What follows belongs to an exercise in optimizing a design on an open flow for small area; a production flow would make more cautious choices. The RTL was checked by simulation tests, not by an equivalence proof against the original design. Power figures rest on the tool's default switching activity, not on a simulated workload.

## before
==> flow/design.v <==
package clkdiv_pkg;
  localparam longint unsigned CLK_FREQ_DEF = 64'd12_000_000;
  localparam int              CNT_W_DEF    = 32;
  localparam int              MIN_DIV      = 2;
  function automatic longint unsigned hz_to_div(
    input longint unsigned freq,
    input longint unsigned clk_hz
  );
    hz_to_div = (freq == 0) ? 64'd0 : clk_hz / freq;
  endfunction
endpackage
module clkdiv_channel
#(
  parameter int               CNT_W   = clkdiv_pkg::CNT_W_DEF,
  parameter logic [CNT_W-1:0] RST_DIV = CNT_W'(4)
) (
  input  logic             clk,
  input  logic             rst,
  input  logic             en,
  input  logic             sync,
  input  logic             ld_valid,
  input  logic [CNT_W-1:0] ld_hm,
  input  logic [CNT_W-1:0] ld_lm,
  output logic             slot_full,
  output logic             div_clk,
  output logic             div_pulse
);
  localparam logic [CNT_W-1:0] RST_HI = RST_DIV >> 1;
  localparam logic [CNT_W-1:0] RST_HM = RST_HI - CNT_W'(1);
  localparam logic [CNT_W-1:0] RST_LM = RST_DIV - CNT_W'(1) - RST_HI;
  logic [CNT_W-1:0] y_q, y_d, y_dec, yn_q;
  logic [CNT_W-1:0] lm_q, phm_q, plm_q, hm_use, lm_use;
  logic             ph_q, pv_q, pulse_q, dflt_q;
  logic             zero, fall, wrap, restart, apply, ld;
  logic [CNT_W:0]   borrow;
  assign y_q     = ~yn_q;
  assign zero    = (y_q == '0);
  assign fall    = en && !sync && ph_q && zero;
  assign wrap    = en && !sync && !ph_q && zero;
  assign restart = sync || wrap;
  assign apply   = pv_q && restart;
  assign ld      = ld_valid && !pv_q;
  assign hm_use  = (dflt_q && !pv_q) ? RST_HM : phm_q;
  assign lm_use  = dflt_q ? RST_LM : lm_q;
  always_comb begin
    borrow[0] = en;
    for (int b = 0; b < CNT_W; b++) begin
      y_dec[b]    = y_q[b] ^ borrow[b];
      borrow[b+1] = !y_q[b] & borrow[b];
    end
  end
  logic sel_h, sel_l, sel_c;
  assign sel_h = restart;
  assign sel_l = fall && !sync;
  assign sel_c = !restart && !fall;
  assign y_d = ({CNT_W{sel_h}} & hm_use) | ({CNT_W{sel_l}} & lm_use) |
               ({CNT_W{sel_c}} & y_dec);
  always_ff @(posedge clk or posedge rst) begin
    if (rst) begin
      yn_q    <= ~RST_HM;
      ph_q    <= 1'b1;
      pv_q    <= 1'b0;
      pulse_q <= 1'b0;
      dflt_q  <= 1'b1;
    end else begin
      yn_q    <= ~y_d;
      ph_q    <= restart || (ph_q && !fall);
      pv_q    <= pv_q ? !restart : ld_valid;
      pulse_q <= wrap;
      dflt_q  <= dflt_q && !apply;
    end
  end
  always_ff @(posedge clk) begin
    if (ld) begin
      phm_q <= ld_hm;
      plm_q <= ld_lm;
    end
    if (apply) lm_q <= plm_q;
  end
  assign slot_full = pv_q;
  assign div_clk   = ph_q;
  assign div_pulse = pulse_q;
endmodule
module clkdiv_multi_hz
#(
  parameter longint unsigned CLK_FREQ   = clkdiv_pkg::CLK_FREQ_DEF,
  parameter int              CHANNELS   = 4,
  parameter int              CNT_W      = clkdiv_pkg::CNT_W_DEF,
  parameter longint unsigned DEFAULT_HZ = 1
) (
  input  logic                clk,
  input  logic                rst,
  input  logic [CHANNELS-1:0] enable,
  input  logic                sync,
  input  logic                          cfg_valid,
  output logic                          cfg_ready,
  input  logic [((CHANNELS > 1) ? $clog2(CHANNELS) : 1)-1:0] cfg_chan,
  input  logic [CNT_W-1:0]              cfg_div,
  input  logic [CNT_W-1:0]              cfg_high,
  output logic [CHANNELS-1:0] divided_clk,
  output logic [CHANNELS-1:0] divided_pulse
);
  localparam int CH_W = (CHANNELS > 1) ? $clog2(CHANNELS) : 1;
  localparam int NSLOT = 2 ** CH_W;
  localparam longint unsigned P0 = clkdiv_pkg::hz_to_div(DEFAULT_HZ, CLK_FREQ);
  localparam logic [CNT_W-1:0] RST_DIV = CNT_W'(P0);
  localparam logic [CNT_W-1:0] ONE = CNT_W'(1);
  if (P0 < clkdiv_pkg::MIN_DIV || P0 >= (64'd1 << CNT_W)) begin : g_p0_bad
    $error("clkdiv_multi_hz: reset period out of range");
  end
  logic [CNT_W-1:0] dp, hp, sum, ld_hm, ld_lm;
  logic             carry, over;
  assign dp = {cfg_div[CNT_W-1:1], cfg_div[0] & (cfg_div[CNT_W-1:1] != '0)} |
              ((cfg_div[CNT_W-1:1] == '0) ? CNT_W'(2) : '0);
  assign hp = {cfg_high[CNT_W-1:1], cfg_high[0] | (cfg_high[CNT_W-1:1] == '0)};
  assign {carry, sum} = {1'b0, dp} + {1'b0, ~hp};
  assign over  = !carry;
  assign ld_hm = over ? dp - CNT_W'(2) : hp - ONE;
  assign ld_lm = over ? '0 : sum;
  logic [CHANNELS-1:0] full;
  logic [NSLOT-1:0]    full_pad;
  always_comb begin
    full_pad = '0;
    full_pad[CHANNELS-1:0] = full;
  end
  assign cfg_ready = ~full_pad[cfg_chan];
  for (genvar i = 0; i < CHANNELS; i++) begin : g_ch
    localparam logic [CH_W-1:0] IDX = CH_W'(i);
    logic ld;
    assign ld = cfg_valid && (cfg_chan == IDX);
    clkdiv_channel #(
      .CNT_W   (CNT_W),
      .RST_DIV (RST_DIV)
    ) u_ch (
      .clk       (clk),
      .rst       (rst),
      .en        (enable[i]),
      .sync      (sync),
      .ld_valid  (ld),
      .ld_hm     (ld_hm),
      .ld_lm     (ld_lm),
      .slot_full (full[i]),
      .div_clk   (divided_clk[i]),
      .div_pulse (divided_pulse[i])
    );
  end
endmodule
module clkdiv_bank16 (
  input  logic        clk,
  input  logic        rst,
  input  logic [15:0] enable,
  input  logic        sync,
  input  logic        cfg_valid,
  output logic        cfg_ready,
  input  logic [3:0]  cfg_chan,
  input  logic [15:0] cfg_div,
  input  logic [15:0] cfg_high,
  output logic [15:0] divided_clk,
  output logic [15:0] divided_pulse
);
  clkdiv_multi_hz #(
    .CLK_FREQ   (64'd12_000_000),
    .CHANNELS   (16),
    .CNT_W      (16),
    .DEFAULT_HZ (64'd3_000_000)
  ) u_div (
    .clk           (clk),
    .rst           (rst),
    .enable        (enable),
    .sync          (sync),
    .cfg_valid     (cfg_valid),
    .cfg_ready     (cfg_ready),
    .cfg_chan      (cfg_chan),
    .cfg_div       (cfg_div),
    .cfg_high      (cfg_high),
    .divided_clk   (divided_clk),
    .divided_pulse (divided_pulse)
  );
endmodule
clock: 6.5 ns
lec_check: 0
cap_margin: 20
core_margin: 2
core_utilization: 65
slew_margin: 20
standard.sh (not shown) runs the stock make flow with config.mk's settings and CLKGATE_MAP_FILE= SYNTH_SCRIPT=/design/flow/synth_recipe.tcl, a recipe that flattens the netlist after the stock synthesis.
==> flow/flow/run.sh <==
#!/bin/bash
# Standard ORFS layout (the standard.sh, standard synthesis unchanged),
# with these changes:
#  - after the standard synthesis, its combinational logic is re-mapped
#    for area by ABC (flow/remap.tcl); every flip-flop instance keeps its
#    name and cell type. The standard netlist is kept as std_1_2_yosys.v.
#  - port buffers use buf_1 instead of the default delay cell;
#  - CTS clusters up to 16 flip-flops per clkbuf_8 leaf buffer and inserts
#    no dummy loads.
# Each tool's output goes to a log here (make_*.log, remap.log); ORFS
# keeps each step's log under orfs/logs/.
set -euo pipefail
CTS="-sink_clustering_enable -repair_clock_nets -dont_use_dummy_load -sink_clustering_size 16 -sink_clustering_max_diameter 70 -buf_list sky130_fd_sc_hd__clkbuf_8"
ARGS=("CTS_ARGS=$CTS" "BUFFER_PORTS_ARGS=-buffer_cell sky130_fd_sc_hd__buf_1")

bash standard.sh "${ARGS[@]}" synth > make_synth.log 2>&1

R=orfs/results/$FLOW_PLATFORM/clkdiv_bank16/base
cp "$R/1_2_yosys.v" std_1_2_yosys.v
REMAP_LIB="$FLOW_HOME/platforms/$FLOW_PLATFORM/lib/sky130_fd_sc_hd__tt_025C_1v80.lib" \
REMAP_IN=std_1_2_yosys.v REMAP_OUT=remap_1_2_yosys.v \
REMAP_SCRIPT="strash;&get,-n;&deepsyn,-T,60;&put;dch,-f;map,-a;amap" \
REMAP_TOP="$FLOW_TOP" REMAP_STAT0=remap_stat_before.txt REMAP_STAT1=remap_stat_after.txt \
  yosys -c flow/remap.tcl > remap.log 2>&1
cp remap_1_2_yosys.v "$R/1_2_yosys.v"
rm -f "$R/1_synth.odb"

bash standard.sh "${ARGS[@]}" finish > make_finish.log 2>&1
==> flow/flow/remap.tcl <==
# Re-map the combinational logic of a mapped netlist for area; the
# flip-flop instances (names and cell types) are kept as they are.
yosys -import
set lib $::env(REMAP_LIB)
set in  $::env(REMAP_IN)
set out $::env(REMAP_OUT)
set scr $::env(REMAP_SCRIPT)
read_liberty -ignore_miss_func $lib
blackbox sky130_fd_sc_hd__df* sky130_fd_sc_hd__edf* sky130_fd_sc_hd__sdf* sky130_fd_sc_hd__dl* sky130_fd_sc_hd__sedf*
read_verilog $in
hierarchy -top $::env(REMAP_TOP)
tee -o $::env(REMAP_STAT0) stat -liberty $lib
flatten -noscopeinfo
opt_clean
abc -script +$scr -liberty $lib -dont_use *lpflow* -dont_use *probe*
setundef -zero
splitnets
opt_clean -purge
hilomap -singleton -hicell sky130_fd_sc_hd__conb_1 HI -locell sky130_fd_sc_hd__conb_1 LO
insbuf -buf sky130_fd_sc_hd__buf_4 A X
opt_clean -purge
tee -o $::env(REMAP_STAT1) stat -liberty $lib

write_verilog -noattr -nohex -nodec $out
What after does differently from before at the input level:
==> flow/design.v, changed modules only <==
module clkdiv_channel
#(
  parameter int               CNT_W   = clkdiv_pkg::CNT_W_DEF,
  parameter logic [CNT_W-1:0] RST_DIV = CNT_W'(4)
) (
  input  logic             clk,
  input  logic             rst,
  input  logic             en,
  input  logic             sync,
  input  logic             ld_valid,
  input  logic [CNT_W-1:0] ld_hm,
  input  logic [CNT_W-1:0] ld_lm,
  output logic             slot_full,
  output logic             div_clk,
  output logic             div_pulse
);
  localparam logic [CNT_W-1:0] RST_HI = RST_DIV >> 1;
  localparam logic [CNT_W-1:0] RST_HM = RST_HI - CNT_W'(1);
  localparam logic [CNT_W-1:0] RST_LM = RST_DIV - CNT_W'(1) - RST_HI;
  logic [CNT_W-1:0] y_q, y_d, y_dec, yn_q, y_cur;
  logic [CNT_W-1:0] lm_q, phm_q, plm_q;
  logic             ph_q, pv_q, pulse_q, dflt_q, yr_q;
  logic             zero, fall, wrap, restart, apply, ld;
  logic [CNT_W:0]   borrow;
  assign y_q     = ~yn_q;
  assign y_cur   = yr_q ? RST_HM : y_q;
  assign zero    = (y_cur == '0);
  assign fall    = en && !sync && ph_q && zero;
  assign wrap    = en && !sync && !ph_q && zero;
  assign restart = sync || wrap;
  assign apply   = pv_q && restart;
  assign ld      = ld_valid && !pv_q;
  always_comb begin
    borrow[0] = en;
    for (int b = 0; b < CNT_W; b++) begin
      y_dec[b]    = y_cur[b] ^ borrow[b];
      borrow[b+1] = !y_cur[b] & borrow[b];
    end
  end
  logic use_rst_h, sel_hp, sel_hc, sel_lp, sel_lc, sel_c;
  assign use_rst_h = dflt_q && !pv_q;
  assign sel_hp = restart && !use_rst_h;
  assign sel_hc = restart && use_rst_h;
  assign sel_lp = fall && !dflt_q;
  assign sel_lc = fall && dflt_q;
  assign sel_c  = !restart && !fall;
  assign y_d = ({CNT_W{sel_hp}} & phm_q) | ({CNT_W{sel_hc}} & RST_HM) |
               ({CNT_W{sel_lp}} & lm_q)  | ({CNT_W{sel_lc}} & RST_LM) |
               ({CNT_W{sel_c}} & y_dec);
  always_ff @(posedge clk or posedge rst) begin
    if (rst) begin
      yr_q    <= 1'b1;
      ph_q    <= 1'b1;
      pv_q    <= 1'b0;
      pulse_q <= 1'b0;
      dflt_q  <= 1'b1;
    end else begin
      yr_q    <= 1'b0;
      ph_q    <= restart || (ph_q && !fall);
      pv_q    <= pv_q ? !restart : ld_valid;
      pulse_q <= wrap;
      dflt_q  <= dflt_q && !apply;
    end
  end
  always_ff @(posedge clk) begin
    yn_q <= ~y_d;
    if (ld) begin
      phm_q <= ld_hm;
      plm_q <= ld_lm;
    end
    if (apply) lm_q <= plm_q;
  end
  assign slot_full = pv_q;
  assign div_clk   = ph_q;
  assign div_pulse = pulse_q;
endmodule
Results
Taking after as 1.0, before lands at 0.813 on multi-input combinational gate total.
Between after and before, it is after whose post-detailed-route via-to-cell ratio is lower, by 0.22.
Changes observed in after relative to before: wire length of the first global-routing pass saw an increase; row count saw a decrease; final design instance area without fill saw a decrease.
Against before as the reference, after delivers a higher fraction of met3 tracks used by global routing.
after vs. before: non-clock buffer count went down by 17.
| placed wire-length estimate | after vs before | about 1.9% higher |
Between before and after, final wirelength increased.
Sequential cell count of the final layout: before vs after — no meaningful difference
Number of CTS-inserted buffers: after higher than before
In the tables for before and after, cell area after synthesis reads lower with after.
The higher power consumption came out of before.

[what the ideal ports hide]
The results above use ideal ports. As a check the final layouts listed here were re-extracted and re-timed, cells and wires unchanged. Step 1 sets driving cells, clkbuf_16 on the clock port and buf_2 on the other inputs (assumed; they add their load-dependent delay and slew). Step 2 adds t to the input delays and takes it off the output delays; t is the mean of the earliest and latest rising clock arrival at the registers after step 1. Input paths then give back, and output paths get back, about the clock's delay inside the block. a / b / c = ideal / step 1 / step 2; a / b = the first two.
run | t (ns) | setup WS [ns] | worst hold slack (ns) | worst data-port slew with drivers (ns) | pins driven straight from the clock port
before | 0.726 | 0.418 / 0.452 / -0.274 | 0.352 / 0.352 / 0.352 | 0.08 | 1
after | 0.739 | 0.587 / 0.621 / -0.118 | 0.395 / 0.395 / 0.395 | 0.13 | 1
With both steps, setup timing fails in before and after, where it was met with ideal ports. For after, which loses most, drivers alone change the setup slack by +0.034 ns; drivers and shift together by -0.705 ns.
